Context: an optimization exercise on an open-source flow, tuned for small area. The choices shown serve that exercise and are no tape-out recipe.
Where RTL was checked, it was by simulation tests only, not by an equivalence proof against the original.
Power and IR drop assume default switching activity.

==> build 33 <==
==> flow/design.v <==
module record_store (
    input  logic                      clk,
    input  logic                      rst,
    input  logic                      wr_en,
    input  logic [3:0]                wr_slot,
    input  logic [(4 + 17 + 16*8)-1:0]         wr_data,
    output logic [9*(4 + 17 + 16*8)-1:0] mem,      
    output logic [9:1]     written
);
    logic [9:1] wsel;
    always_comb begin
        for (int i = 1; i <= 9; i++) begin
            wsel[i] = wr_en && (wr_slot == 4'(i));
        end
    end
    always_ff @(posedge clk or posedge rst) begin
        if (rst) begin
            written <= '0;
        end else begin
            written <= written | wsel;
        end
    end
    always_ff @(posedge clk) begin
        for (int i = 1; i <= 9; i++) begin
            if (wsel[i]) begin
                mem[(i-1)*(4 + 17 + 16*8) +: (4 + 17 + 16*8)] <= wr_data;
            end
        end
    end
endmodule
module history_nav (
    input  logic       clk,
    input  logic       rst,
    input  logic [3:0] keys,
    output logic [3:0] cursor,
    output logic       page_state
);
    logic [3:0] keys_q;
    logic [3:0] keys_qq;
    logic [3:0] press;
    assign press = keys_q & ~keys_qq;
    always_ff @(posedge clk or posedge rst) begin
        if (rst) begin
            keys_q     <= '0;
            keys_qq    <= '0;
            cursor     <= 4'd1;
            page_state <= 1'b0;
        end else begin
            keys_q  <= keys;
            keys_qq <= keys_q;
            case (press)
                4'b1000: begin
                    if (page_state == 1'b0) begin
                        cursor <= (cursor == 4'd1) ? 4'd9 : cursor - 4'd1;
                    end
                end
                4'b0100: begin
                    if (page_state == 1'b0) begin
                        cursor <= (cursor == 4'd9) ? 4'd1 : cursor + 4'd1;
                    end
                end
                4'b0010: page_state <= 1'b1;
                4'b0001: page_state <= 1'b0;
                default: ;
            endcase
        end
    end
endmodule
module history_row_fmt (
    input  logic                  clk,
    input  logic                  rst,
    input  logic [3:0]            cursor,
    input  logic [16:0]           score_in,   
    output logic [9:1] slot_oh,    
    output logic                  snap,
    output logic                  bcd_we,
    output logic [19:0]           bcd,
    output logic                  flag_we,
    output logic                  hidden,
    output logic [4:0]            phase_n,    
    output logic [3:0]            slot_n      
);
    logic [4:0]  phase;
    logic [3:0]  slot;
    logic [4:0]  blink_cnt;
    logic [17:0] bin;
    logic [19:0] bcd_step;
    assign snap    = (phase == 5'd0);
    assign bcd_we  = (phase == 5'd10);
    assign flag_we = (phase == 5'd20);
    assign phase_n = (phase >= 5'd20) ? 5'd0 : phase + 5'd1;
    assign slot_n  = (phase >= 5'd20) ? ((slot == 4'd9) ? 4'd1 : slot + 4'd1) : slot;
    always_comb begin
        logic [19:0] b;
        b = bcd;
        for (int k = 0; k < 2; k++) begin
            for (int d = 0; d < 5; d++) begin
                case (b[d*4 +: 4])
                    4'd5:    b[d*4 +: 4] = 4'd8;
                    4'd6:    b[d*4 +: 4] = 4'd9;
                    4'd7:    b[d*4 +: 4] = 4'd10;
                    4'd8:    b[d*4 +: 4] = 4'd11;
                    4'd9:    b[d*4 +: 4] = 4'd12;
                    4'd10:   b[d*4 +: 4] = 4'd13;
                    4'd11:   b[d*4 +: 4] = 4'd14;
                    4'd12:   b[d*4 +: 4] = 4'd15;
                    4'd13:   b[d*4 +: 4] = 4'd0;
                    4'd14:   b[d*4 +: 4] = 4'd1;
                    4'd15:   b[d*4 +: 4] = 4'd2;
                    default: ;
                endcase
            end
            b = {b[18:0], bin[17-k]};
        end
        bcd_step = b;
    end
    always_ff @(posedge clk or posedge rst) begin
        if (rst) begin
            phase     <= 5'd21;
            slot_oh   <= {1'b1, {(9-1){1'b0}}};
            slot      <= 4'd9;
            blink_cnt <= '0;
            hidden    <= 1'b0;
        end else begin
            blink_cnt <= blink_cnt + 5'd1;
            phase     <= phase_n;
            slot      <= slot_n;
            if (phase >= 5'd20) begin
                slot_oh <= {slot_oh[9-1:1], slot_oh[9]};
            end
            if (phase == 5'd19) begin
                hidden <= (slot == cursor) & blink_cnt[4];
            end
        end
    end
    always_ff @(posedge clk) begin
        bin <= snap ? {1'b0, score_in} : {bin[15:0], 2'b00};
        bcd <= snap ? 20'd0 : bcd_step;
    end
endmodule
module line_buffer #(
    parameter int W = 152
) (
    input  logic                      clk,
    input  logic                      rst,
    input  logic [9:1]     slot_oh,
    input  logic                      snap,
    input  logic [9*(4 + 17 + 16*8)-1:0] rec,
    input  logic [9:1]     rec_ok,
    input  logic                      bcd_we,
    input  logic [19:0]               bcd_in,
    input  logic                      flag_we,
    input  logic                      hidden,
    input  logic [4:0]                phase_n,
    input  logic [3:0]                slot_n,
    input  logic [3:0]                rd_slot,
    output logic [16:0]               score_cap,
    output logic [32*8-1:0]   rd_row
);
    localparam int NAME_BITS = 16*8;
    localparam int N         = 10;
    logic [W-1:0]          ring [0:N-1];
    logic [(4 + 17 + 16*8)-1:0]     cap;
    logic [9:1] valid;
    logic [9:1] hide;
    logic                  rd_ok;
    logic [4:0]            rd_d0;
    logic [3:0]            rd_d;
    logic [4:0]            rd_p0;
    logic [3:0]            rd_pos;
    logic [N-1:0]          sel_q;
    logic                  vld_q;
    logic [3:0]            dig_q;
    logic [W-1:0]          row;
    logic [3:0]            user;
    logic [19:0]           bcd;
    logic [NAME_BITS-1:0]  name;
    logic [NAME_BITS-1:0]  name_txt;
    logic [39:0]           score_txt;
    always_comb begin
        cap = '0;
        for (int i = 1; i <= 9; i++) begin
            cap = cap | ({(4 + 17 + 16*8){slot_oh[i] & rec_ok[i]}} & rec[(i-1)*(4 + 17 + 16*8) +: (4 + 17 + 16*8)]);
        end
    end
    assign score_cap = cap[NAME_BITS +: 17];
    always_ff @(posedge clk or posedge rst) begin
        if (rst) begin
            valid <= '0;
        end else if (flag_we) begin
            valid <= valid | slot_oh;
        end
    end
    always_ff @(posedge clk) begin
        for (int i = 1; i <= 9; i++) begin
            if (flag_we && slot_oh[i]) begin
                hide[i] <= hidden;
            end
        end
        ring[0][W-1 -: 4]          <= snap ? cap[(4 + 17 + 16*8)-1 -: 4] : ring[N-1][W-1 -: 4];
        ring[0][NAME_BITS +: 20]   <= bcd_we ? bcd_in : ring[N-1][NAME_BITS +: 20];
        ring[0][NAME_BITS-1:0]     <= snap ? cap[NAME_BITS-1:0] : ring[N-1][NAME_BITS-1:0];
        for (int j = 1; j < N; j++) begin
            ring[j] <= ring[j-1];
        end
    end
    assign rd_ok  = (((rd_slot) >= 4'd1) && ((rd_slot) <= 4'd9)) && valid[rd_slot];
    assign rd_d0  = 5'(slot_n) + 5'd18 - 5'(rd_slot) - 5'd1 - ((phase_n == 5'd0) ? 5'd1 : 5'd0);
    assign rd_d   = (rd_d0 >= 5'd18) ? 4'(rd_d0 - 5'd18) : (rd_d0 >= 5'd9) ? 4'(rd_d0 - 5'd9) : 4'(rd_d0);
    assign rd_p0  = ((phase_n == 5'd0) ? 5'd1 : phase_n) + 5'(rd_d);
    assign rd_pos = (rd_p0 >= 5'd20) ? 4'(rd_p0 - 5'd20) : (rd_p0 >= 5'd10) ? 4'(rd_p0 - 5'd10) : 4'(rd_p0);
    always_ff @(posedge clk) begin
        for (int j = 0; j < N; j++) begin
            sel_q[j] <= rd_ok && (rd_pos == 4'(j));
        end
        vld_q <= rd_ok;
        dig_q <= (rd_ok && !hide[rd_slot]) ? rd_slot : 4'd0;
    end
    always_comb begin
        row = '0;
        for (int j = 0; j < N; j++) begin
            row = row | ({W{sel_q[j]}} & ring[j]);
        end
    end
    assign user = row[W-1 -: 4];
    assign bcd  = row[NAME_BITS +: 20];
    assign name = row[NAME_BITS-1:0];
    always_comb begin
        for (int i = 0; i < 16; i++) begin
            name_txt[i*8 +: 8] = (name[i*8 +: 8] == 8'h00) ? 8'h20 : name[i*8 +: 8];
        end
    end
    always_comb begin
        logic lead;
        lead = 1'b1;
        for (int d = 4; d >= 1; d--) begin
            if (lead && bcd[d*4 +: 4] == 4'd0) begin
                score_txt[d*8 +: 8] = 8'h20;
            end else begin
                lead                = 1'b0;
                score_txt[d*8 +: 8] = 8'h30 + {4'h0, bcd[d*4 +: 4]};
            end
        end
        score_txt[7:0] = {3'b001, vld_q, bcd[3:0]};
    end
    assign rd_row = {8'h20,
                     {3'b001, (dig_q != 4'd0), dig_q},
                     vld_q ? 8'h7c : 8'h20,
                     vld_q ? "User" : {4{8'h20}},
                     {3'b001, vld_q, user},
                     8'h20,
                     vld_q ? 8'h7c : 8'h20,
                     name_txt,
                     vld_q ? 8'h7c : 8'h20,
                     score_txt};
endmodule
module score_history_top (
    input  logic                    clk,
    input  logic                    rst,
    input  logic [3:0]              keys,
    input  logic                    rec_we,
    input  logic [3:0]              rec_slot,
    input  logic [(4 + 17 + 16*8)-1:0]       rec_data,
    input  logic [3:0]              rd_slot,
    output logic [32*8-1:0] rd_row,
    output logic [3:0]              cursor,
    output logic                    page_state
);
    localparam int W = 4 + 20 + 16*8;
    logic [9*(4 + 17 + 16*8)-1:0] mem;
    logic [9:1] written;
    logic [9:1] slot_oh;
    logic                  snap;
    logic                  bcd_we;
    logic [19:0]           bcd;
    logic                  flag_we;
    logic                  hidden;
    logic [4:0]            phase_n;
    logic [3:0]            slot_n;
    logic [16:0]           score_cap;
    record_store u_store (
        .clk     (clk),
        .rst     (rst),
        .wr_en   (rec_we),
        .wr_slot (rec_slot),
        .wr_data (rec_data),
        .mem     (mem),
        .written (written)
    );
    history_nav u_nav (
        .clk        (clk),
        .rst        (rst),
        .keys       (keys),
        .cursor     (cursor),
        .page_state (page_state)
    );
    history_row_fmt u_fmt (
        .clk      (clk),
        .rst      (rst),
        .cursor   (cursor),
        .score_in (score_cap),
        .slot_oh  (slot_oh),
        .snap     (snap),
        .bcd_we   (bcd_we),
        .bcd      (bcd),
        .flag_we  (flag_we),
        .hidden   (hidden),
        .phase_n  (phase_n),
        .slot_n   (slot_n)
    );
    line_buffer #(.W(W)) u_buf (
        .clk       (clk),
        .rst       (rst),
        .slot_oh   (slot_oh),
        .snap      (snap),
        .rec       (mem),
        .rec_ok    (written),
        .bcd_we    (bcd_we),
        .bcd_in    (bcd),
        .flag_we   (flag_we),
        .hidden    (hidden),
        .phase_n   (phase_n),
        .slot_n    (slot_n),
        .rd_slot   (rd_slot),
        .score_cap (score_cap),
        .rd_row    (rd_row)
    );
endmodule
==> flow/run.sh <==
#!/bin/bash
# synth_recipe.tcl (not shown) runs the flow's synth.tcl, then flattens the netlist and writes it again
# the make line also repeats each setting of config.mk as NAME=value (left out here)
make -C /OpenROAD-flow-scripts/flow DESIGN_CONFIG=/design/flow/config.mk WORK_HOME=/design/flow/orfs CLKGATE_MAP_FILE= SYNTH_SCRIPT=/design/flow/synth_recipe.tcl finish
==> flow/config.mk <==
export PLATFORM = sky130hd
export DESIGN_NAME = score_history_top
export DESIGN_NICKNAME = score_history_top
export VERILOG_FILES = /design/flow/design.v
export SDC_FILE = /design/flow/constraint.sdc
export NUM_CORES = 4
export LEC_CHECK = 0
export CAP_MARGIN = 20
export CORE_MARGIN = 2
export CORE_UTILIZATION = 40
export CTS_BUF_LIST = sky130_fd_sc_hd__clkbuf_4
export SLEW_MARGIN = 20
==> flow/constraint.sdc <==
create_clock -name core_clock -period 8.0 [get_ports {clk}]
set_input_delay 1.6000 -clock core_clock [delete_from_list [all_inputs] [get_ports {clk}]]
set_output_delay 1.6000 -clock core_clock [all_outputs]
set_load 0.01 [all_outputs]
==> trial 46: changes against build 33 <==
==> flow/design.v, changed modules only <==
module history_row_fmt (
    input  logic                  clk,
    input  logic                  rst,
    input  logic [3:0]            cursor,
    input  logic [16:0]           score_in,   
    output logic [9:1] slot_oh,    
    output logic                  snap,
    output logic                  bcd_we,
    output logic [19:0]           bcd,
    output logic                  flag_we,
    output logic                  hidden,
    output logic [4:0]            phase_n,    
    output logic [3:0]            slot_n      
);
    logic [4:0]  phase;
    logic [3:0]  slot;
    logic [4:0]  blink_cnt;
    logic [17:0] bin;
    logic [19:0] bcd_step;
    assign snap    = (phase == 5'd0);
    assign bcd_we  = (phase == 5'd10);
    assign flag_we = (phase == 5'd20);
    assign phase_n = (phase >= 5'd20) ? 5'd0 : phase + 5'd1;
    assign slot_n  = (phase >= 5'd20) ? ((slot == 4'd9) ? 4'd1 : slot + 4'd1) : slot;
    always_comb begin
        logic [19:0] b;
        b = bcd;
        for (int k = 0; k < 2; k++) begin
            for (int d = 0; d < 5; d++) begin
                if (b[d*4 +: 4] >= 4'd5) b[d*4 +: 4] = b[d*4 +: 4] + 4'd3;
            end
            b = {b[18:0], bin[17-k]};
        end
        bcd_step = b;
    end
    always_ff @(posedge clk or posedge rst) begin
        if (rst) begin
            phase     <= 5'd21;
            slot_oh   <= {1'b1, {(9-1){1'b0}}};
            slot      <= 4'd9;
            blink_cnt <= '0;
            hidden    <= 1'b0;
        end else begin
            blink_cnt <= blink_cnt + 5'd1;
            phase     <= phase_n;
            slot      <= slot_n;
            if (phase >= 5'd20) begin
                slot_oh <= {slot_oh[9-1:1], slot_oh[9]};
            end
            if (phase == 5'd19) begin
                hidden <= (slot == cursor) & blink_cnt[4];
            end
        end
    end
    always_ff @(posedge clk) begin
        bin <= snap ? {1'b0, score_in} : {bin[15:0], 2'b00};
        bcd <= snap ? 20'd0 : bcd_step;
    end
endmodule
- CTS_BUF_LIST: sky130_fd_sc_hd__clkbuf_4 -> unset
==> qor summary <==
quantity	trial 46	build 33
Outcome	timing/DRC/antenna clean	timing/DRC/antenna clean
Netlist cell types	76	75
Met1 track demand over resource	31.6%	31.3%
Number of nets in the final layout	6736	7139
Initial Utilization	40.1%	40.1%
Max-Slew Margin vs Limit	8.56%	4.73%
Pre-CTS setup slack	483 ps	334 ps
Detailed placer's ending HPWL	163000 um	158000 um
Worst slew pin tran	1360 ps	1410 ps
Post-synthesis share of cell area spent on xor and xnor gates	0.352%	0.354%
Met3 track utilization from global routing	5.27%	7.12%
Clock latency of the later-clocked register in the worst-skew pair	940 ps	1450 ps
Mux contribution to synthesized area	0.572%	0.448%
H-tree lvl count	5	6
Syn-to-layout area delta	17.9%	16.9%
Clock skew after layout	68.1 ps	141 ps
Via count of the first global-routing pass	54900	59800
Inserted Diodes	10	38
Total Routing Usage GR	22.5%	22.7%
Overall Power	0.0305 W	0.0288 W
Portion of synthesized cell area occupied by the leading cell type	43.1%	43.1%
Worst Setup EP	u_buf.sel_q[8]$_DFF_P_	u_buf.sel_q[4]$_DFF_P_
Only the layout flow was run in build 33; the RTL was not checked for function there.

-- re-timing with driven ports --
The flow's constraints put no driver on any port. The routed layouts listed below were extracted and timed again, unchanged, in two steps.
Step 1 (the two cells are an assumption about what drives the block):
set clk [get_ports {clk}]
set_driving_cell -lib_cell sky130_fd_sc_hd__clkbuf_16 $clk
set_driving_cell -lib_cell sky130_fd_sc_hd__buf_2 [delete_from_list [all_inputs] $clk]
Step 2 times the ports against the registers' clock, not the clock port: input delays grow and output delays shrink by t, the midpoint of the rising clock arrivals with the driver on.
a / b / c = ideal ports / drivers / drivers and shift; a / b = the first two.
run | t, ns | setup slack, ns | slew at the worst register clock pin (ns)
build 33 | 1.469 | 0.675 / 0.675 / 0.333 | 0.08 / 0.08
trial 46 | 0.997 | 0.647 / 0.647 / 0.427 | 0.07 / 0.07
After both steps setup and hold are still met in every run listed. The setup slack of build 33, which loses most, moves by 0.000 ns with the drivers and by -0.342 ns with both steps.
